What follows belongs to an exercise in optimizing a design on an open flow for small area, a short achievable clock period and few clock cycles per item; a production flow would make more cautious choices. Function was checked by simulation only, so behaviour that the tests miss may differ from the original. No driver is modelled on the clock port, so clocking that relies on it looks cheaper here than on a real chip. Power and IR drop assume default switching activity.

==> flow/design.v <==
`default_nettype none
package timing_pkg;
  localparam int SAMPLE_W  = 16;   
  localparam int SYM_W     = 18;   
  localparam int MU_W      = 8;    
  localparam int MU_GAIN_W = 12;   
  typedef logic signed [SAMPLE_W-1:0] sample_t;
  typedef logic signed [SYM_W-1:0] sym_t;
  typedef logic [MU_W-1:0] mu_t;
  typedef logic [MU_GAIN_W-1:0] mu_gain_t;
endpackage
`default_nettype wire
`timescale 1ns/1ps
`default_nettype none
module symbol_nco (
  input  wire                  clk,
  input  wire                  reset_i,
  input  wire                  accept_i,      
  input  wire           [15:0] step_i,
  input  timing_pkg::mu_gain_t mu_gain_i,
  input  wire                  adv_i,         
  output logic                 s1_valid_o,
  output logic                 s1_valid_next_o,   
  output logic          [12:0] mu_sel_o       
);
  localparam int MU_W   = timing_pkg::MU_W;
  localparam int PROD_W = timing_pkg::MU_W + timing_pkg::MU_GAIN_W;   
  logic [15:0]          acc_q;
  logic [16:0]          phase_sum;
  logic [MU_W-1:0]      resid_q;
  timing_pkg::mu_gain_t gain_q;
  logic [13:0]          gain3_q;
  logic [11:0]          resid_sel;
  logic [PROD_W-1:0]    mu_prod;
  logic                 mu_sat;
  timing_pkg::mu_t      mu;
  logic [8:0]           mu_x;           
  logic [12:0]          mu_sel;
  assign phase_sum       = {1'b0, acc_q} + {1'b0, step_i};
  assign s1_valid_next_o = accept_i ? phase_sum[16] : (s1_valid_o & !adv_i);
  always_ff @(posedge clk) begin
    if (reset_i) begin
      acc_q      <= '0;
      s1_valid_o <= 1'b0;
    end else if (accept_i) begin
      acc_q      <= phase_sum[15:0];
      s1_valid_o <= phase_sum[16];      
    end else if (adv_i) begin
      s1_valid_o <= 1'b0;
    end
  end
  always_ff @(posedge clk) begin
    if (accept_i) begin
      resid_q <= phase_sum[15:8];
      gain_q  <= mu_gain_i;
      gain3_q <= {2'b00, mu_gain_i} + {1'b0, mu_gain_i, 1'b0};
    end
  end
  for (genvar j = 0; j < 4; j++) begin : g_sel
    assign resid_sel[3*j]   = (resid_q[2*j+1:2*j] == 2'd1);
    assign resid_sel[3*j+1] = (resid_q[2*j+1:2*j] == 2'd2);
    assign resid_sel[3*j+2] = (resid_q[2*j+1:2*j] == 2'd3);
  end
  mu_mult i_mu_mult (
    .sel_i (resid_sel),
    .g_i   (gain_q),
    .g3_i  (gain3_q),
    .p_o   (mu_prod)
  );
  assign mu_sat = |mu_prod[PROD_W-1:2*MU_W];
  assign mu   = mu_sat ? '1 : mu_prod[2*MU_W-1:MU_W];
  assign mu_x = {mu, 1'b0};
  for (genvar k = 0; k < 4; k++) begin : g_booth
    assign mu_sel[3*k]   = mu_x[2*k+1] ^ mu_x[2*k];
    assign mu_sel[3*k+1] = (mu_x[2*k+2] & !mu_x[2*k+1] & !mu_x[2*k])
                         | (!mu_x[2*k+2] & mu_x[2*k+1] & mu_x[2*k]);
    assign mu_sel[3*k+2] = mu_x[2*k+2];
  end
  assign mu_sel[12] = mu[7];
  always_ff @(posedge clk) begin
    if (adv_i) mu_sel_o <= mu_sel;
  end
endmodule
`default_nettype wire
`timescale 1ns/1ps
`default_nettype none
module mu_mult (
  input  wire [11:0] sel_i,    
  input  wire [11:0] g_i,
  input  wire [13:0] g3_i,
  output wire [19:0] p_o
);
  wire [13:0] g1 = {2'b00, g_i};
  wire [13:0] g2 = {1'b0, g_i, 1'b0};
  wire [13:0] pp0 = (g1 & {14{sel_i[0]}}) | (g2 & {14{sel_i[1]}}) | (g3_i & {14{sel_i[2]}});
  wire [13:0] pp1 = (g1 & {14{sel_i[3]}}) | (g2 & {14{sel_i[4]}}) | (g3_i & {14{sel_i[5]}});
  wire [13:0] pp2 = (g1 & {14{sel_i[6]}}) | (g2 & {14{sel_i[7]}}) | (g3_i & {14{sel_i[8]}});
  wire [13:0] pp3 = (g1 & {14{sel_i[9]}}) | (g2 & {14{sel_i[10]}}) | (g3_i & {14{sel_i[11]}});
  wire m_s0 = pp0[6] ^ pp1[4];
  wire m_c0 = pp0[6] & pp1[4];
  wire m_s1 = pp0[7] ^ pp1[5] ^ pp2[3];
  wire m_c1 = (pp0[7] & pp1[5]) | (pp2[3] & (pp0[7] ^ pp1[5]));
  wire m_s2 = pp0[8] ^ pp1[6] ^ pp2[4];
  wire m_c2 = (pp0[8] & pp1[6]) | (pp2[4] & (pp0[8] ^ pp1[6]));
  wire m_s3 = pp0[9] ^ pp1[7] ^ pp2[5];
  wire m_c3 = (pp0[9] & pp1[7]) | (pp2[5] & (pp0[9] ^ pp1[7]));
  wire m_s4 = pp0[10] ^ pp1[8] ^ pp2[6];
  wire m_c4 = (pp0[10] & pp1[8]) | (pp2[6] & (pp0[10] ^ pp1[8]));
  wire m_s5 = pp0[11] ^ pp1[9] ^ pp2[7];
  wire m_c5 = (pp0[11] & pp1[9]) | (pp2[7] & (pp0[11] ^ pp1[9]));
  wire m_s6 = pp0[12] ^ pp1[10] ^ pp2[8];
  wire m_c6 = (pp0[12] & pp1[10]) | (pp2[8] & (pp0[12] ^ pp1[10]));
  wire m_s7 = pp0[13] ^ pp1[11] ^ pp2[9];
  wire m_c7 = (pp0[13] & pp1[11]) | (pp2[9] & (pp0[13] ^ pp1[11]));
  wire m_s8 = pp1[12] ^ pp2[10];
  wire m_c8 = pp1[12] & pp2[10];
  wire m_s9 = pp1[13] ^ pp2[11];
  wire m_c9 = pp1[13] & pp2[11];
  wire m_s10 = pp0[4] ^ pp1[2];
  wire m_c10 = pp0[4] & pp1[2];
  wire m_s11 = pp0[5] ^ pp1[3] ^ pp2[1];
  wire m_c11 = (pp0[5] & pp1[3]) | (pp2[1] & (pp0[5] ^ pp1[3]));
  wire m_s12 = pp2[2] ^ pp3[0] ^ m_s0;
  wire m_c12 = (pp2[2] & pp3[0]) | (m_s0 & (pp2[2] ^ pp3[0]));
  wire m_s13 = pp3[1] ^ m_s1 ^ m_c0;
  wire m_c13 = (pp3[1] & m_s1) | (m_c0 & (pp3[1] ^ m_s1));
  wire m_s14 = pp3[2] ^ m_s2 ^ m_c1;
  wire m_c14 = (pp3[2] & m_s2) | (m_c1 & (pp3[2] ^ m_s2));
  wire m_s15 = pp3[3] ^ m_s3 ^ m_c2;
  wire m_c15 = (pp3[3] & m_s3) | (m_c2 & (pp3[3] ^ m_s3));
  wire m_s16 = pp3[4] ^ m_s4 ^ m_c3;
  wire m_c16 = (pp3[4] & m_s4) | (m_c3 & (pp3[4] ^ m_s4));
  wire m_s17 = pp3[5] ^ m_s5 ^ m_c4;
  wire m_c17 = (pp3[5] & m_s5) | (m_c4 & (pp3[5] ^ m_s5));
  wire m_s18 = pp3[6] ^ m_s6 ^ m_c5;
  wire m_c18 = (pp3[6] & m_s6) | (m_c5 & (pp3[6] ^ m_s6));
  wire m_s19 = pp3[7] ^ m_s7 ^ m_c6;
  wire m_c19 = (pp3[7] & m_s7) | (m_c6 & (pp3[7] ^ m_s7));
  wire m_s20 = pp3[8] ^ m_s8 ^ m_c7;
  wire m_c20 = (pp3[8] & m_s8) | (m_c7 & (pp3[8] ^ m_s8));
  wire m_s21 = pp3[9] ^ m_s9 ^ m_c8;
  wire m_c21 = (pp3[9] & m_s9) | (m_c8 & (pp3[9] ^ m_s9));
  wire m_s22 = pp2[12] ^ pp3[10] ^ m_c9;
  wire m_c22 = (pp2[12] & pp3[10]) | (m_c9 & (pp2[12] ^ pp3[10]));
  wire m_s23 = pp2[13] ^ pp3[11];
  wire m_c23 = pp2[13] & pp3[11];
  wire [19:0] row_a = {pp3[13], pp3[12], m_s23, m_s22, m_s21, m_s20, m_s19, m_s18, m_s17, m_s16, m_s15, m_s14, m_s13, m_s12, m_s11, pp2[0], pp0[3], pp0[2], pp0[1], pp0[0]};
  wire [19:0] row_b = {1'b0, m_c23, m_c22, m_c21, m_c20, m_c19, m_c18, m_c17, m_c16, m_c15, m_c14, m_c13, m_c12, m_c11, m_c10, m_s10, pp1[1], pp1[0], 1'b0, 1'b0};
  assign p_o = row_a + row_b;
endmodule
`default_nettype wire
`timescale 1ns/1ps
`default_nettype none
module rail_interp (
  input  wire                 clk,
  input  wire                 reset_i,
  input  wire                 accept_i,   
  input  timing_pkg::sample_t smp_i,
  input  wire                 adv_i,      
  input  wire          [12:0] mu_sel_i,   
  output timing_pkg::sym_t    rail_o      
);
  timing_pkg::sample_t cur_q;     
  timing_pkg::sample_t prev_q;    
  logic [15:0]         xc_q;      
  logic [16:0]         d_q;       
  logic [23:0]         y;
  always_ff @(posedge clk) begin
    if (reset_i) begin
      cur_q <= '0;
    end else if (accept_i) begin
      cur_q <= smp_i;
    end
  end
  always_ff @(posedge clk) begin
    if (accept_i) prev_q <= cur_q;
  end
  always_ff @(posedge clk) begin
    if (adv_i) begin
      xc_q <= cur_q + 16'h5600;              
      d_q  <= 17'(prev_q) - 17'(cur_q);
    end
  end
  interp_tree i_interp_tree (
    .d_i  (d_q),
    .sel_i (mu_sel_i),
    .xc_i (xc_q),
    .y_o  (y)
  );
  assign rail_o = y[23:6];
endmodule
`default_nettype wire
`timescale 1ns/1ps
`default_nettype none
module interp_tree (
  input  wire [12:0] sel_i,    
  input  wire [16:0] d_i,
  input  wire [15:0] xc_i,
  output wire [23:0] y_o
);
  wire [17:0] d1 = {d_i[16], d_i};
  wire [17:0] d2 = {d_i, 1'b0};
  wire [17:0] m0 = (d1 & {18{sel_i[0]}}) | (d2 & {18{sel_i[1]}});
  wire [17:0] v0 = m0 ^ {18{sel_i[2]}};
  wire [17:0] pp0 = {~v0[17], v0[16:0]};
  wire [17:0] m1 = (d1 & {18{sel_i[3]}}) | (d2 & {18{sel_i[4]}});
  wire [17:0] v1 = m1 ^ {18{sel_i[5]}};
  wire [17:0] pp1 = {~v1[17], v1[16:0]};
  wire [17:0] m2 = (d1 & {18{sel_i[6]}}) | (d2 & {18{sel_i[7]}});
  wire [17:0] v2 = m2 ^ {18{sel_i[8]}};
  wire [17:0] pp2 = {~v2[17], v2[16:0]};
  wire [17:0] m3 = (d1 & {18{sel_i[9]}}) | (d2 & {18{sel_i[10]}});
  wire [17:0] v3 = m3 ^ {18{sel_i[11]}};
  wire [17:0] pp3 = {~v3[17], v3[16:0]};
  wire [15:0] pp4 = d_i[15:0] & {16{sel_i[12]}};
  wire t_s0 = pp0[6] ^ pp1[4];
  wire t_c0 = pp0[6] & pp1[4];
  wire t_s1 = pp0[7] ^ pp1[5];
  wire t_c1 = pp0[7] & pp1[5];
  wire t_s2 = pp0[8] ^ pp1[6] ^ pp2[4];
  wire t_c2 = (pp0[8] & pp1[6]) | (pp2[4] & (pp0[8] ^ pp1[6]));
  wire t_s3 = pp3[2] ^ pp4[0];
  wire t_c3 = pp3[2] & pp4[0];
  wire t_s4 = pp0[9] ^ pp1[7] ^ pp2[5];
  wire t_c4 = (pp0[9] & pp1[7]) | (pp2[5] & (pp0[9] ^ pp1[7]));
  wire t_s5 = pp3[3] ^ pp4[1] ^ xc_i[1];
  wire t_c5 = (pp3[3] & pp4[1]) | (xc_i[1] & (pp3[3] ^ pp4[1]));
  wire t_s6 = pp0[10] ^ pp1[8] ^ pp2[6];
  wire t_c6 = (pp0[10] & pp1[8]) | (pp2[6] & (pp0[10] ^ pp1[8]));
  wire t_s7 = pp3[4] ^ pp4[2] ^ xc_i[2];
  wire t_c7 = (pp3[4] & pp4[2]) | (xc_i[2] & (pp3[4] ^ pp4[2]));
  wire t_s8 = pp0[11] ^ pp1[9] ^ pp2[7];
  wire t_c8 = (pp0[11] & pp1[9]) | (pp2[7] & (pp0[11] ^ pp1[9]));
  wire t_s9 = pp3[5] ^ pp4[3] ^ xc_i[3];
  wire t_c9 = (pp3[5] & pp4[3]) | (xc_i[3] & (pp3[5] ^ pp4[3]));
  wire t_s10 = pp0[12] ^ pp1[10] ^ pp2[8];
  wire t_c10 = (pp0[12] & pp1[10]) | (pp2[8] & (pp0[12] ^ pp1[10]));
  wire t_s11 = pp3[6] ^ pp4[4] ^ xc_i[4];
  wire t_c11 = (pp3[6] & pp4[4]) | (xc_i[4] & (pp3[6] ^ pp4[4]));
  wire t_s12 = pp0[13] ^ pp1[11] ^ pp2[9];
  wire t_c12 = (pp0[13] & pp1[11]) | (pp2[9] & (pp0[13] ^ pp1[11]));
  wire t_s13 = pp3[7] ^ pp4[5] ^ xc_i[5];
  wire t_c13 = (pp3[7] & pp4[5]) | (xc_i[5] & (pp3[7] ^ pp4[5]));
  wire t_s14 = pp0[14] ^ pp1[12] ^ pp2[10];
  wire t_c14 = (pp0[14] & pp1[12]) | (pp2[10] & (pp0[14] ^ pp1[12]));
  wire t_s15 = pp3[8] ^ pp4[6] ^ xc_i[6];
  wire t_c15 = (pp3[8] & pp4[6]) | (xc_i[6] & (pp3[8] ^ pp4[6]));
  wire t_s16 = pp0[15] ^ pp1[13] ^ pp2[11];
  wire t_c16 = (pp0[15] & pp1[13]) | (pp2[11] & (pp0[15] ^ pp1[13]));
  wire t_s17 = pp3[9] ^ pp4[7] ^ xc_i[7];
  wire t_c17 = (pp3[9] & pp4[7]) | (xc_i[7] & (pp3[9] ^ pp4[7]));
  wire t_s18 = pp0[16] ^ pp1[14] ^ pp2[12];
  wire t_c18 = (pp0[16] & pp1[14]) | (pp2[12] & (pp0[16] ^ pp1[14]));
  wire t_s19 = pp3[10] ^ pp4[8] ^ xc_i[8];
  wire t_c19 = (pp3[10] & pp4[8]) | (xc_i[8] & (pp3[10] ^ pp4[8]));
  wire t_s20 = pp0[17] ^ pp1[15] ^ pp2[13];
  wire t_c20 = (pp0[17] & pp1[15]) | (pp2[13] & (pp0[17] ^ pp1[15]));
  wire t_s21 = pp3[11] ^ pp4[9] ^ xc_i[9];
  wire t_c21 = (pp3[11] & pp4[9]) | (xc_i[9] & (pp3[11] ^ pp4[9]));
  wire t_s22 = pp1[16] ^ pp2[14] ^ pp3[12];
  wire t_c22 = (pp1[16] & pp2[14]) | (pp3[12] & (pp1[16] ^ pp2[14]));
  wire t_s23 = pp4[10] ^ xc_i[10];
  wire t_c23 = pp4[10] & xc_i[10];
  wire t_s24 = pp1[17] ^ pp2[15] ^ pp3[13];
  wire t_c24 = (pp1[17] & pp2[15]) | (pp3[13] & (pp1[17] ^ pp2[15]));
  wire t_s25 = pp4[11] ^ xc_i[11];
  wire t_c25 = pp4[11] & xc_i[11];
  wire t_s26 = pp2[16] ^ pp3[14] ^ pp4[12];
  wire t_c26 = (pp2[16] & pp3[14]) | (pp4[12] & (pp2[16] ^ pp3[14]));
  wire t_s27 = pp2[17] ^ pp3[15];
  wire t_c27 = pp2[17] & pp3[15];
  wire t_s28 = pp0[4] ^ pp1[2];
  wire t_c28 = pp0[4] & pp1[2];
  wire t_s29 = pp0[5] ^ pp1[3];
  wire t_c29 = pp0[5] & pp1[3];
  wire t_s30 = pp2[2] ^ pp3[0] ^ sel_i[11];
  wire t_c30 = (pp2[2] & pp3[0]) | (sel_i[11] & (pp2[2] ^ pp3[0]));
  wire t_s31 = pp2[3] ^ pp3[1] ^ t_s1;
  wire t_c31 = (pp2[3] & pp3[1]) | (t_s1 & (pp2[3] ^ pp3[1]));
  wire t_s32 = xc_i[0] ^ t_s2 ^ t_s3;
  wire t_c32 = (xc_i[0] & t_s2) | (t_s3 & (xc_i[0] ^ t_s2));
  wire t_s33 = t_s4 ^ t_s5 ^ t_c2;
  wire t_c33 = (t_s4 & t_s5) | (t_c2 & (t_s4 ^ t_s5));
  wire t_s34 = t_s6 ^ t_s7 ^ t_c4;
  wire t_c34 = (t_s6 & t_s7) | (t_c4 & (t_s6 ^ t_s7));
  wire t_s35 = t_s8 ^ t_s9 ^ t_c6;
  wire t_c35 = (t_s8 & t_s9) | (t_c6 & (t_s8 ^ t_s9));
  wire t_s36 = t_s10 ^ t_s11 ^ t_c8;
  wire t_c36 = (t_s10 & t_s11) | (t_c8 & (t_s10 ^ t_s11));
  wire t_s37 = t_s12 ^ t_s13 ^ t_c10;
  wire t_c37 = (t_s12 & t_s13) | (t_c10 & (t_s12 ^ t_s13));
  wire t_s38 = t_s14 ^ t_s15 ^ t_c12;
  wire t_c38 = (t_s14 & t_s15) | (t_c12 & (t_s14 ^ t_s15));
  wire t_s39 = t_s16 ^ t_s17 ^ t_c14;
  wire t_c39 = (t_s16 & t_s17) | (t_c14 & (t_s16 ^ t_s17));
  wire t_s40 = t_s18 ^ t_s19 ^ t_c16;
  wire t_c40 = (t_s18 & t_s19) | (t_c16 & (t_s18 ^ t_s19));
  wire t_s41 = t_s20 ^ t_s21 ^ t_c18;
  wire t_c41 = (t_s20 & t_s21) | (t_c18 & (t_s20 ^ t_s21));
  wire t_s42 = t_s22 ^ t_s23 ^ t_c20;
  wire t_c42 = (t_s22 & t_s23) | (t_c20 & (t_s22 ^ t_s23));
  wire t_s43 = t_s24 ^ t_s25 ^ t_c22;
  wire t_c43 = (t_s24 & t_s25) | (t_c22 & (t_s24 ^ t_s25));
  wire t_s44 = xc_i[12] ^ t_s26 ^ t_c24;
  wire t_c44 = (xc_i[12] & t_s26) | (t_c24 & (xc_i[12] ^ t_s26));
  wire t_s45 = pp4[13] ^ xc_i[13] ^ t_s27;
  wire t_c45 = (pp4[13] & xc_i[13]) | (t_s27 & (pp4[13] ^ xc_i[13]));
  wire t_s46 = pp3[16] ^ pp4[14] ^ xc_i[14];
  wire t_c46 = (pp3[16] & pp4[14]) | (xc_i[14] & (pp3[16] ^ pp4[14]));
  wire t_s47 = pp3[17] ^ pp4[15];
  wire t_c47 = pp3[17] & pp4[15];
  wire t_s48 = pp0[2] ^ pp1[0];
  wire t_c48 = pp0[2] & pp1[0];
  wire t_s49 = pp0[3] ^ pp1[1];
  wire t_c49 = pp0[3] & pp1[1];
  wire t_s50 = pp2[0] ^ sel_i[8] ^ t_s28;
  wire t_c50 = (pp2[0] & sel_i[8]) | (t_s28 & (pp2[0] ^ sel_i[8]));
  wire t_s51 = pp2[1] ^ t_s29 ^ t_c28;
  wire t_c51 = (pp2[1] & t_s29) | (t_c28 & (pp2[1] ^ t_s29));
  wire t_s52 = t_s0 ^ t_s30 ^ t_c29;
  wire t_c52 = (t_s0 & t_s30) | (t_c29 & (t_s0 ^ t_s30));
  wire t_s53 = t_c0 ^ t_s31 ^ t_c30;
  wire t_c53 = (t_c0 & t_s31) | (t_c30 & (t_c0 ^ t_s31));
  wire t_s54 = t_c1 ^ t_s32 ^ t_c31;
  wire t_c54 = (t_c1 & t_s32) | (t_c31 & (t_c1 ^ t_s32));
  wire t_s55 = t_c3 ^ t_s33 ^ t_c32;
  wire t_c55 = (t_c3 & t_s33) | (t_c32 & (t_c3 ^ t_s33));
  wire t_s56 = t_c5 ^ t_s34 ^ t_c33;
  wire t_c56 = (t_c5 & t_s34) | (t_c33 & (t_c5 ^ t_s34));
  wire t_s57 = t_c7 ^ t_s35 ^ t_c34;
  wire t_c57 = (t_c7 & t_s35) | (t_c34 & (t_c7 ^ t_s35));
  wire t_s58 = t_c9 ^ t_s36 ^ t_c35;
  wire t_c58 = (t_c9 & t_s36) | (t_c35 & (t_c9 ^ t_s36));
  wire t_s59 = t_c11 ^ t_s37 ^ t_c36;
  wire t_c59 = (t_c11 & t_s37) | (t_c36 & (t_c11 ^ t_s37));
  wire t_s60 = t_c13 ^ t_s38 ^ t_c37;
  wire t_c60 = (t_c13 & t_s38) | (t_c37 & (t_c13 ^ t_s38));
  wire t_s61 = t_c15 ^ t_s39 ^ t_c38;
  wire t_c61 = (t_c15 & t_s39) | (t_c38 & (t_c15 ^ t_s39));
  wire t_s62 = t_c17 ^ t_s40 ^ t_c39;
  wire t_c62 = (t_c17 & t_s40) | (t_c39 & (t_c17 ^ t_s40));
  wire t_s63 = t_c19 ^ t_s41 ^ t_c40;
  wire t_c63 = (t_c19 & t_s41) | (t_c40 & (t_c19 ^ t_s41));
  wire t_s64 = t_c21 ^ t_s42 ^ t_c41;
  wire t_c64 = (t_c21 & t_s42) | (t_c41 & (t_c21 ^ t_s42));
  wire t_s65 = t_c23 ^ t_s43 ^ t_c42;
  wire t_c65 = (t_c23 & t_s43) | (t_c42 & (t_c23 ^ t_s43));
  wire t_s66 = t_c25 ^ t_s44 ^ t_c43;
  wire t_c66 = (t_c25 & t_s44) | (t_c43 & (t_c25 ^ t_s44));
  wire t_s67 = t_c26 ^ t_s45 ^ t_c44;
  wire t_c67 = (t_c26 & t_s45) | (t_c44 & (t_c26 ^ t_s45));
  wire t_s68 = t_c27 ^ t_s46 ^ t_c45;
  wire t_c68 = (t_c27 & t_s46) | (t_c45 & (t_c27 ^ t_s46));
  wire t_s69 = xc_i[15] ^ t_s47 ^ t_c46;
  wire t_c69 = (xc_i[15] & t_s47) | (t_c46 & (xc_i[15] ^ t_s47));
  wire [23:0] row_a = {t_s69, t_s68, t_s67, t_s66, t_s65, t_s64, t_s63, t_s62, t_s61, t_s60, t_s59, t_s58, t_s57, t_s56, t_s55, t_s54, t_s53, t_s52, t_s51, t_s50, t_s49, sel_i[5], pp0[1], pp0[0]};
  wire [23:0] row_b = {t_c68, t_c67, t_c66, t_c65, t_c64, t_c63, t_c62, t_c61, t_c60, t_c59, t_c58, t_c57, t_c56, t_c55, t_c54, t_c53, t_c52, t_c51, t_c50, t_c49, t_c48, t_s48, 1'b0, sel_i[2]};
  assign y_o = row_a + row_b;
endmodule
`default_nettype wire
`timescale 1ns/1ps
`default_nettype none
module symbol_joiner (
  input  wire              clk,
  input  wire              reset_i,
  input  wire              push_i,
  input  timing_pkg::sym_t i_sym_i,
  input  timing_pkg::sym_t q_sym_i,
  input  wire              sym_ready_i,
  output logic             free_o,        
  output logic             sym_valid_o,
  output timing_pkg::sym_t sym_i_o,
  output timing_pkg::sym_t sym_q_o
);
  assign free_o = !sym_valid_o | sym_ready_i;
  always_ff @(posedge clk) begin
    if (reset_i) begin
      sym_valid_o <= 1'b0;
    end else if (free_o) begin
      sym_valid_o <= push_i;
    end
  end
  always_ff @(posedge clk) begin
    if (push_i) begin
      sym_i_o <= i_sym_i;
      sym_q_o <= q_sym_i;
    end
  end
endmodule
`default_nettype wire
`timescale 1ns/1ps
`default_nettype none
module timing_recovery_top (
  input  wire                  clk,
  input  wire                  reset_i,
  input  wire                  raw_valid_i,
  input  timing_pkg::sample_t  raw_i_i,
  input  timing_pkg::sample_t  raw_q_i,
  input  wire           [15:0] step_i,
  input  timing_pkg::mu_gain_t mu_gain_i,
  input  wire                  sym_ready_i,
  output logic                 raw_ready_o,
  output logic                 sym_valid_o,
  output timing_pkg::sym_t     sym_i_o,
  output timing_pkg::sym_t     sym_q_o
);
  logic             accept;
  logic             s1_valid_next;
  logic             ready_q;    
  logic             s1_valid;
  logic             s2_valid;
  logic             out_free;   
  logic             en2;        
  logic             adv;        
  logic             push;       
  logic      [12:0] mu_sel;
  timing_pkg::sym_t rail_i;
  timing_pkg::sym_t rail_q;
  assign push        = s2_valid & out_free;
  assign en2         = !s2_valid | out_free;
  assign adv         = s1_valid & en2;
  assign raw_ready_o = ready_q | sym_ready_i;    
  assign accept      = raw_valid_i & raw_ready_o;
  symbol_nco i_symbol_nco (
    .clk        (clk),
    .reset_i    (reset_i),
    .accept_i   (accept),
    .step_i     (step_i),
    .mu_gain_i  (mu_gain_i),
    .adv_i      (adv),
    .s1_valid_o      (s1_valid),
    .s1_valid_next_o (s1_valid_next),
    .mu_sel_o   (mu_sel)
  );
  rail_interp i_rail_i (
    .clk      (clk),
    .reset_i  (reset_i),
    .accept_i (accept),
    .smp_i    (raw_i_i),
    .adv_i    (adv),
    .mu_sel_i (mu_sel),
    .rail_o   (rail_i)
  );
  rail_interp i_rail_q (
    .clk      (clk),
    .reset_i  (reset_i),
    .accept_i (accept),
    .smp_i    (raw_q_i),
    .adv_i    (adv),
    .mu_sel_i (mu_sel),
    .rail_o   (rail_q)
  );
  symbol_joiner i_symbol_joiner (
    .clk         (clk),
    .reset_i     (reset_i),
    .push_i      (push),
    .i_sym_i     (rail_i),
    .q_sym_i     (rail_q),
    .sym_ready_i (sym_ready_i),
    .free_o      (out_free),
    .sym_valid_o (sym_valid_o),
    .sym_i_o     (sym_i_o),
    .sym_q_o     (sym_q_o)
  );
  always_ff @(posedge clk) begin
    if (reset_i) begin
      s2_valid <= 1'b0;
      ready_q  <= 1'b1;
    end else begin
      if (en2) s2_valid <= adv;
      ready_q <= !(s1_valid_next & (en2 ? adv : s2_valid)
                   & (out_free ? push : sym_valid_o));
    end
  end
endmodule
`default_nettype wire
==> flow/flow/run.sh <==
#!/bin/bash
# Standard layout with three changes:
#  - plain buffers on the ports instead of the delay buffers buffer_ports picks
#  - after synthesis, inv_opt.tcl pushes inverters through the full adders
#    (a full adder is self-dual), removing inverter pairs between adder cells
#  - after clock tree synthesis, skew.tcl gives the mu register and the output
#    symbol register a later clock (useful skew between internal stages)
set -euo pipefail
export BUFFER_PORTS_ARGS="-buffer_cell sky130_fd_sc_hd__buf_1"
export POST_SYNTH_TCL="$PWD/flow/inv_opt.tcl"
export POST_CTS_TCL="$PWD/flow/skew.tcl"
bash standard.sh > standard_flow.log 2>&1
==> flow/flow/inv_opt.tcl <==
# Push inverters through full adders (sky130 fa is self-dual:
# FA(~a,~b,~c) = (~sum, ~cout)) wherever that removes inverters.
# Runs on the synthesized netlist loaded in OpenROAD (POST_SYNTH_TCL hook).

namespace eval invopt {
  variable block
  variable inv_master
  variable uid 0

  proc is_inv {inst} {
    set n [[$inst getMaster] getName]
    return [string match "sky130_fd_sc_hd__inv_*" $n]
  }
  proc is_fa {inst} {
    return [string match "sky130_fd_sc_hd__fa_*" [[$inst getMaster] getName]]
  }
  proc driver {net} {
    foreach it [$net getITerms] {
      if {[$it isOutputSignal]} { return $it }
    }
    return ""
  }
  proc loads {net} {
    set l {}
    foreach it [$net getITerms] {
      if {[$it isInputSignal]} { lappend l $it }
    }
    return $l
  }
  proc has_bterm {net} {
    return [expr {[llength [$net getBTerms]] > 0}]
  }
  # inverter driven by net, if any: returns its output net or ""
  proc inv_of {net} {
    foreach it [loads $net] {
      set inst [$it getInst]
      if {[is_inv $inst]} { return [[$inst findITerm Y] getNet] }
    }
    return ""
  }
  proc new_net {} {
    variable block
    variable uid
    incr uid
    return [odb::dbNet_create $block "invopt_n$uid"]
  }
  proc new_inv {a y} {
    variable block
    variable inv_master
    variable uid
    incr uid
    set inst [odb::dbInst_create $block $inv_master "invopt_i$uid"]
    [$inst findITerm A] connect $a
    [$inst findITerm Y] connect $y
    return $inst
  }

  proc gain {f} {
    set g 0
    set seen {}
    foreach p {A B CIN} {
      set x [[$f findITerm $p] getNet]
      if {$x eq "NULL" || $x eq ""} { return -99 }
      if {[lsearch $seen $x] >= 0} { return -99 }
      lappend seen $x
      set d [driver $x]
      if {$d ne "" && [is_inv [$d getInst]]} {
        if {[llength [loads $x]] == 1 && ![has_bterm $x]} { incr g }
      } elseif {[inv_of $x] eq ""} {
        incr g -1
      }
    }
    foreach p {SUM COUT} {
      set s [[$f findITerm $p] getNet]
      if {$s eq "NULL" || $s eq ""} { return -99 }
      set other [has_bterm $s]
      foreach it [loads $s] {
        set inst [$it getInst]
        if {[is_inv $inst] && ![has_bterm [[$inst findITerm Y] getNet]]} {
          incr g
        } else {
          set other 1
        }
      }
      if {$other} { incr g -1 }
    }
    return $g
  }

  proc flip {f} {
    foreach p {A B CIN} {
      set it [$f findITerm $p]
      set x [$it getNet]
      set d [driver $x]
      if {$d ne "" && [is_inv [$d getInst]]} {
        set dinst [$d getInst]
        set y [[$dinst findITerm A] getNet]
        $it disconnect
        $it connect $y
        if {[llength [loads $x]] == 0 && ![has_bterm $x]} {
          odb::dbInst_destroy $dinst
          odb::dbNet_destroy $x
        }
      } else {
        set z [inv_of $x]
        if {$z eq ""} {
          set z [new_net]
          new_inv $x $z
        }
        $it disconnect
        $it connect $z
      }
    }
    foreach p {SUM COUT} {
      set it [$f findITerm $p]
      set s [$it getNet]
      set s2 [new_net]
      $it disconnect
      $it connect $s2
      set other [has_bterm $s]
      foreach l [loads $s] {
        set inst [$l getInst]
        if {[is_inv $inst] && ![has_bterm [[$inst findITerm Y] getNet]]} {
          set t [[$inst findITerm Y] getNet]
          foreach tl [loads $t] {
            $tl disconnect
            $tl connect $s2
          }
          odb::dbInst_destroy $inst
          odb::dbNet_destroy $t
        } else {
          set other 1
        }
      }
      if {$other} {
        new_inv $s2 $s
      } else {
        odb::dbNet_destroy $s
      }
    }
  }

  proc count_inv {} {
    variable block
    set n 0
    foreach i [$block getInsts] { if {[is_inv $i]} { incr n } }
    return $n
  }

  proc run {} {
    variable block
    variable inv_master
    set block [ord::get_db_block]
    set inv_master [[ord::get_db] findMaster sky130_fd_sc_hd__inv_1]
    set before [count_inv]
    for {set pass 0} {$pass < 20} {incr pass} {
      set changed 0
      foreach f [$block getInsts] {
        if {![is_fa $f]} { continue }
        if {[gain $f] > 0} {
          flip $f
          incr changed
        }
      }
      if {$changed == 0} { break }
    }
    puts "invopt: inverters $before -> [count_inv] after $pass passes"
  }
}
invopt::run
==> flow/flow/skew.tcl <==
# Useful skew between internal register stages: the mu register (end of
# stage 2) and the output symbol register (end of stage 3) get their clock
# a little later than the other registers, through extra clock buffers
# inserted after clock tree synthesis (POST_CTS_TCL hook). This moves slack
# from the short paths after these registers to the long multiply paths
# that end in them. One shared delay chain per register group, then one
# clock buffer per original clock tree leaf.

namespace eval skew {
  variable uid 0
  proc newbuf {master src x y} {
    variable uid
    incr uid
    set block [ord::get_db_block]
    set b [odb::dbInst_create $block [[ord::get_db] findMaster $master] "skew_buf_$uid"]
    set out [odb::dbNet_create $block "skew_net_$uid"]
    $out setSigType CLOCK
    [$b findITerm A] connect $src
    [$b findITerm X] connect $out
    $b setLocation $x $y
    $b setPlacementStatus PLACED
    return $out
  }
  proc centroid {insts} {
    set sx 0; set sy 0
    foreach f $insts {
      set loc [$f getLocation]
      incr sx [lindex $loc 0]; incr sy [lindex $loc 1]
    }
    return [list [expr {$sx / [llength $insts]}] [expr {$sy / [llength $insts]}]]
  }
  proc insert {pattern chain leafbuf} {
    set block [ord::get_db_block]
    set groups [dict create]
    set all {}
    foreach inst [$block getInsts] {
      if {![regexp $pattern [$inst getName]]} { continue }
      set ck [$inst findITerm CLK]
      if {$ck eq "NULL" || $ck eq ""} { continue }
      dict lappend groups [[$ck getNet] getName] $inst
      lappend all $inst
    }
    if {[llength $all] == 0} { return }
    lassign [centroid $all] cx cy
    set src [$block findNet [lindex [dict keys $groups] 0]]
    foreach m $chain { set src [newbuf $m $src $cx $cy] }
    dict for {netname flops} $groups {
      lassign [centroid $flops] gx gy
      set leaf [newbuf $leafbuf $src $gx $gy]
      foreach f $flops {
        set ck [$f findITerm CLK]
        $ck disconnect
        $ck connect $leaf
      }
    }
    puts "skew: $pattern: [llength $all] registers, [dict size $groups] leaves"
  }
}

skew::insert {^i_symbol_nco\.mu_sel_o\\?\[} {sky130_fd_sc_hd__clkdlybuf4s25_1} sky130_fd_sc_hd__clkbuf_4
skew::insert {^i_symbol_joiner\.sym_[iq]_o\\?\[} {sky130_fd_sc_hd__clkdlybuf4s50_1 sky130_fd_sc_hd__clkdlybuf4s18_1 sky130_fd_sc_hd__clkbuf_8} sky130_fd_sc_hd__clkbuf_4
detailed_placement
check_placement
estimate_parasitics -placement
report_worst_slack -max
report_worst_slack -min
==> flow/standard.sh <==
#!/bin/bash
# synth_recipe.tcl (not shown) runs the flow's synth.tcl, then flattens the netlist and writes it again
# the make line also repeats each setting of config.mk as NAME=value (left out here)
make -C /OpenROAD-flow-scripts/flow DESIGN_CONFIG=/design/flow/config.mk WORK_HOME=/design/flow/orfs CLKGATE_MAP_FILE= SYNTH_SCRIPT=/design/flow/synth_recipe.tcl "${@:-finish}"
==> flow/config.mk <==
export PLATFORM = sky130hd
export DESIGN_NAME = timing_recovery_top
export DESIGN_NICKNAME = timing_recovery_top
export VERILOG_FILES = /design/flow/design.v
export SDC_FILE = /design/flow/constraint.sdc
export NUM_CORES = 4
export LEC_CHECK = 0
export CAP_MARGIN = 20
export CORE_MARGIN = 2
export CORE_UTILIZATION = 65
export CTS_BUF_LIST = sky130_fd_sc_hd__clkbuf_4 sky130_fd_sc_hd__clkbuf_8
export HOLD_SLACK_MARGIN = 0.15
export SETUP_SLACK_MARGIN = 4.0
export SLEW_MARGIN = 20
==> flow/constraint.sdc <==
create_clock -name core_clock -period 9.0 [get_ports {clk}]
set_input_delay 1.8000 -clock core_clock [delete_from_list [all_inputs] [get_ports {clk}]]
set_output_delay 1.8000 -clock core_clock [all_outputs]
set_load 0.01 [all_outputs]
==> impl_metrics.ini, run 1 <==
[synthesis]
syn-instance-count = 1918
syn_area_per_cell_um2 = 10.2
yosysWarnings = 4
synth_nets = 2263
synth_area_mm2 = 0.0196

[final_layout]
multiInputGateArea_mm2 = 0.0122
final_nets = 2349
area.sequential_mm2 = 0.00642
drive_gt1_share_pct = 8.17
area_growth_pct = 9.16
n_antenna_cell = 0
final_cell_mix = 188 x xnor2_1, 179 x edfxtp_1, 149 x nand2_1, 146 x ha_1, 142 x a22oi_1
final_common_cell = xnor2_1
nFillCells = 2321

[route]
wl_per_cell_um = 17.8
drc = 0
met1_length_mm = 18.5
maxUsedRoutingLayer = met4
dr_wl_met3_mm = 2.01
postRouteAntennaNets = 0
met2_length_mm = 21.5
firstDrtPassIters = 5
wl_mm = 43.0
routed_via_density = 5.99
drt_iter0_drc = 861
via_count = 14500

[floorplan]
die_h_um = 178
io_pins = 102
rows = 63
core_mm2 = 0.0297
die-area_mm2 = 0.0316
die-width_um = 178
initial_core_util_pct = 66.0

[clock_network]
cts_tree = yes
insertion_delay_ns = 1.70
clock_sinks = 231
clk_pin_slew_ns = 0.07

[worst_setup_path]
endpoint_kind = flip-flop
start_kind = flip-flop
cp.required_ns = 9.84
critical_path_class = reg2reg
slowest_delay_ns = 0.72
critPathArrivalTime_ns = 5.33
worst-path-max-fanout = 15
worstPathCellList = nor2b_1 > a22o_1 > fa_1 > fa_1 > ha_1 > nand3_1 > o211ai_1 > o211ai_2 > o21ai_4 > a22oi_4 > nor2b_1 > o21a_1 > or3_1
crit_slowest_cell = edfxtp_1

[sta]
post-route-period-util_pct = 49.8
max_freq_mhz = 223
slew_violations = 0
relSlewSlack_pct = 34.5
fin_skew_ns = 1.18
setup_violations = 0
worst_pin_slew_ns = 0.983
rsz0062_at_grt = no
min_period_ns = 4.48
tns_ns = 0
hold_violations = 0

[pwr]
p_leak_uw = 0.00846
power.density_mw_per_mm2 = 290
power_uw = 6210
ir_drop_uv = 202

[run]
cap_viol_max_count = 0

[global_routing]
grt_max_degree = 79
antenna_found_initial = 0
grt_pass1_vias = 14400
grt.total_usage_pct = 27.9
grt_overflow = 0
grt_pass1_wl_mm = 71.1

[min_path]
hold_class = reg2reg

[placement]
portBuffers = 101
dp_hpwl_mm = 30.7
place.gp.congestion = 0.890

[outcome]
status = finished clean
area by class of cell, clock buffers not listed:
type	count	share of cell area (%)
clock inverter	12	0.485
buffer	19	0.730
multi-input combinational	1424	57.1
tap	390	2.28
sequential	231	30.0
inverter	142	2.50
timing repair buffer	147	3.74
worst paths after layout:
kind | startpoint | endpoint | slack, ns | depth (start not counted)
worst min-delay path | i_rail_i.xc_q[9] | i_symbol_joiner.sym_i_o[13] | 0.10 | 4
worst min register to register | i_rail_i.xc_q[9] | i_symbol_joiner.sym_i_o[13] | 0.10 | 4
worst max register to register | i_symbol_nco.resid_q[4] | i_symbol_nco.mu_sel_o[5] | 4.52 | 13
worst max-delay path | i_symbol_nco.resid_q[4] | i_symbol_nco.mu_sel_o[5] | 4.52 | 13
state kept, by name (all words and copies together) (netlist names):
| name | cells |
|---|---|
| i_rail_q.prev_q | 16 |
| i_symbol_nco.gain3_q | 13 |
| i_symbol_joiner.sym_valid_o | 1 |
| i_symbol_joiner.sym_i_o | 18 |
| i_rail_q.cur_q | 16 |
| i_rail_q.d_q | 17 |
| i_rail_i.xc_q | 16 |
| i_symbol_nco.gain_q | 12 |
| i_rail_q.xc_q | 16 |
| i_symbol_nco.resid_q | 8 |
| i_symbol_nco.s1_valid_o | 1 |
| ready_q | 1 |
| i_rail_i.prev_q | 16 |
| i_symbol_nco.acc_q | 16 |
| i_symbol_joiner.sym_q_o | 18 |
| s2_valid | 1 |
| i_rail_i.d_q | 17 |
| i_rail_i.cur_q | 16 |
| i_symbol_nco.mu_sel_o | 12 |
critical path: cells and delay by family (launching register included):
family	cells	cell delay (ns)
adders and majority gates	3	1.23
and+or+nand+nor	4	1.33
DFF	1	0.72
AOI/OAI and AO/OA	6	1.49
metrics by stage:
| step | util (%) | setup slack (ns) | hold WS (ns) | cells | instance area, um2 |
|---|---|---|---|---|---|
| after floorplan | - | 4.13 | 0.430 | 1918 | 19600 |
| after global placement | 67.9 | 3.84 | 0.442 | 2304 | 20200 |
| after detailed placement | 67.9 | 3.81 | 0.451 | 2304 | 20200 |
| after global routing | 72.1 | 4.21 | 0.160 | 2421 | 21400 |
| final | 72.1 | 4.52 | 0.102 | 2421 | 21400 |
where the power goes:
group,total (uW),switching [uW],internal [uW]
clock network,1110,488,623
registers,1490,85.1,1400
logic,3610,2000,1610
total,6210,2580,3630
metal layers:
metal  GRT usage (%)  vias up
met4            8.64        0
met2            48.0      378
met5               0        -
met3            4.46       84
li1                -     6976
met1            36.0     7065
Testbench counts, summed over its fixed seeds: cycles 24,012, items 24,000.
==> run 2, diff against run 1 <==
--- a/flow/config.mk
+++ b/flow/config.mk
@@ -7,8 +7,8 @@
 export LEC_CHECK = 0
 export CAP_MARGIN = 20
 export CORE_MARGIN = 2
-export CORE_UTILIZATION = 65
+export CORE_UTILIZATION = 70
 export CTS_BUF_LIST = sky130_fd_sc_hd__clkbuf_4 sky130_fd_sc_hd__clkbuf_8
-export HOLD_SLACK_MARGIN = 0.15
+export HOLD_SLACK_MARGIN = 0.1
 export SETUP_SLACK_MARGIN = 4.0
 export SLEW_MARGIN = 20
==> run 2 against run 1 <==
Net effect: synthesized cell count unchanged; sequential share of layout area is 0.20 points higher; sequential power hardly changed; die area down 7.0%; critical path depth rose by 2; register-to-register slack got worse by 0.08 ns; clock power increased by 4%; final area shrank 0.67%; total power decreased by 0.10%; critical path type unchanged; via count grew 0.88%.
==> impl_metrics.ini, run 2 <==
[min_path]
hold_path_depth = 4
hold_class = reg2reg
min_from = i_rail_q.xc_q[3]
worstHoldEndpoint = i_symbol_joiner.sym_q_o[6]

[route]
drc = 0
drt_iter0_drc = 944
via_count = 14600
wl_per_cell_um = 17.8
wl_mm = 42.8
postRouteAntennaNets = 0
firstDrtPassIters = 7
routed_via_density = 6.10

[sta]
slew_violations = 0
post-route-period-util_pct = 50.7
worst_pin_slew_ns = 0.998
fin_skew_ns = 1.16
max_freq_mhz = 219
hold_violations = 0
setup_violations = 0
tns_ns = 0
relSlewSlack_pct = 33.5
min_period_ns = 4.57
rsz0062_at_grt = no

[pwr]
clkPwrFrac_pct = 18.5
power.density_mw_per_mm2 = 292
power_uw = 6200
power.share.combinational_pct = 57.5
p_int_uw = 3620
p_leak_uw = 0.00842
p_switching_uw = 2580
p_sw_share_pct = 41.6
ir_drop_uv = 159
p_seq_share_pct = 24.0

[worst_setup_path]
critical_path_class = reg2reg
endpoint_kind = flip-flop
start_kind = flip-flop
reg2reg_to = i_symbol_joiner.sym_q_o[17]
rrSetupSlack_ns = 4.43
r2r_cells = 15
cp.required_ns = 10.41
r2r_start = i_symbol_nco.mu_sel_o[6]
worst-path-max-fanout = 36
critPathArrivalTime_ns = 5.98

[clock_network]
clock_sinks = 231
insertion_delay_ns = 1.68
cts_tree = yes
clk_pin_slew_ns = 0.07

[final_layout]
area.sequential_mm2 = 0.00642
final_nets = 2335
nFillCells = 1913
final_common_cell = xnor2_1
multiInputGateArea_mm2 = 0.0122
n_antenna_cell = 0
final_cell_mix = 188 x xnor2_1, 179 x edfxtp_1, 149 x nand2_1, 146 x ha_1, 142 x a22oi_1
final_cell_area_mm2 = 0.0213
drive_gt1_share_pct = 8.80
top_regs = i_symbol_joiner.sym_i_o x18, i_symbol_joiner.sym_q_o x18
area_growth_pct = 8.44

[placement]
place_area_mm2 = 0.0202
place.gp.congestion = 0.908
dp_hpwl_mm = 30.5
portBuffers = 101

[synthesis]
yosysWarnings = 4
syn-instance-count = 1918
syn_area_per_cell_um2 = 10.2
synth_nets = 2263
synth_area_mm2 = 0.0196

[floorplan]
io_pins = 102
initial_core_util_pct = 70.8
die-area_mm2 = 0.0294
die_h_um = 171
core_mm2 = 0.0277
die-width_um = 171
rows = 61

[outcome]
status = finished clean

[global_routing]
grt_pass1_vias = 14400
grt_overflow = 0
antenna_found_initial = 0
grt_pass1_wl_mm = 69.7
grt_max_degree = 79
grt.total_usage_pct = 29.4

[run]
cap_viol_max_count = 0
[run 2: cell type report, clock buffers not listed]
| type | count | area share, % |
|---|---|---|
| sequential | 231 | 30.2 |
| inverter | 142 | 2.52 |
| multi-input combinational | 1424 | 57.5 |
| clock inverter | 14 | 0.400 |
| timing repair buffer | 129 | 2.92 |
| tap | 378 | 2.22 |
| buffer | 22 | 0.841 |
[run 2: power by group through the flow]
stage                     clock, uW  sequential [uW]  combinational, uW
after floorplan                   0             1460               2830
after global placement            0             1500               3410
after detailed placement          0             1510               3520
after global routing           1220             1500               3990
final                          1150             1490               3570
[run 2: stage by stage]
stage,setup WS (ns),utilization [%],cells,hold WS (ns)
global placement,4.11,72.8,2293,0.437
floorplan,4.13,-,1918,0.430
detailed placement,3.92,72.8,2293,0.442
finish,4.43,76.8,2400,0.0308
global route,4.23,76.8,2400,0.0980
[run 2: worst max-delay path by stage]
stage	start	end	cells after the start
6_report	i_symbol_nco.mu_sel_o[6]	i_symbol_joiner.sym_q_o[17]	15
5_1_grt	i_symbol_nco.resid_q[4]	i_symbol_nco.mu_sel_o[5]	13
3_5_place_dp	i_symbol_nco.mu_sel_o[11]	i_symbol_joiner.sym_q_o[17]	15
3_3_place_gp	i_symbol_nco.mu_sel_o[11]	i_symbol_joiner.sym_q_o[17]	15
2_1_floorplan	sym_ready_i	i_rail_i.prev_q[0]	5
[run 2: worst max-delay path: stages (launching register included)]
cell and delay [ns]:
edfxtp_1 0.33, buf_4 0.39, a22oi_1 0.18, xnor2_1 0.18, fa_1 0.59, fa_1 0.44, fa_1 0.47, ha_1 0.35
o21a_1 0.23, o21ai_0 0.24, inv_1 0.09, a31oi_1 0.46, o21ai_0 0.25, a31oi_1 0.35, o21bai_1 0.15, xnor2_1 0.15
[run 2: routing by layer]
metal / global-route usage [%] / vias to the layer above / part of all wire, %
li1: - / 6958 / -
met1: 37.8 / 7127 / 42
met2: 50.2 / 445 / 49
met3: 5.06 / 100 / 5.3
met4: 10.5 / 0 / 2.9
met5: 0 / - / 0

-- re-timing with driven ports --
No port has a modelled driver above. Below, the same layouts with a new extraction and two added sets of constraints. Step 1 (the two cells are an assumption about what drives the block):
set clk [get_ports {clk}]
set_driving_cell -lib_cell sky130_fd_sc_hd__clkbuf_16 $clk
set_driving_cell -lib_cell sky130_fd_sc_hd__buf_2 [delete_from_list [all_inputs] $clk]
Step 2, shift: input delay + t, output delay - t, t = (earliest + latest rising clock arrival at the registers) / 2. This alone moves slack from input paths to output paths. Slacks: no drivers / after step 1 / after step 2; pairs: no drivers / after step 1.
run | shift t [ns] | setup WS [ns] | worst hold slack (ns) | clock arrival spread, ns | slew at the worst register clock pin (ns)
run 1 | 1.162 | 4.518 / 4.518 / 3.769 | 0.102 / 0.102 / 0.102 | 1.183 / 1.182 | 0.07 / 0.07
run 2 | 1.155 | 4.435 / 4.435 / 3.776 | 0.031 / 0.031 / 0.031 | 1.163 / 1.163 | 0.07 / 0.07
Clock arrivals are far apart in run 1 and run 2, so t is only a midpoint there and step 2 fits no single register. For run 1, which loses most, drivers alone change the setup slack by 0.000 ns; drivers and shift together by -0.749 ns.
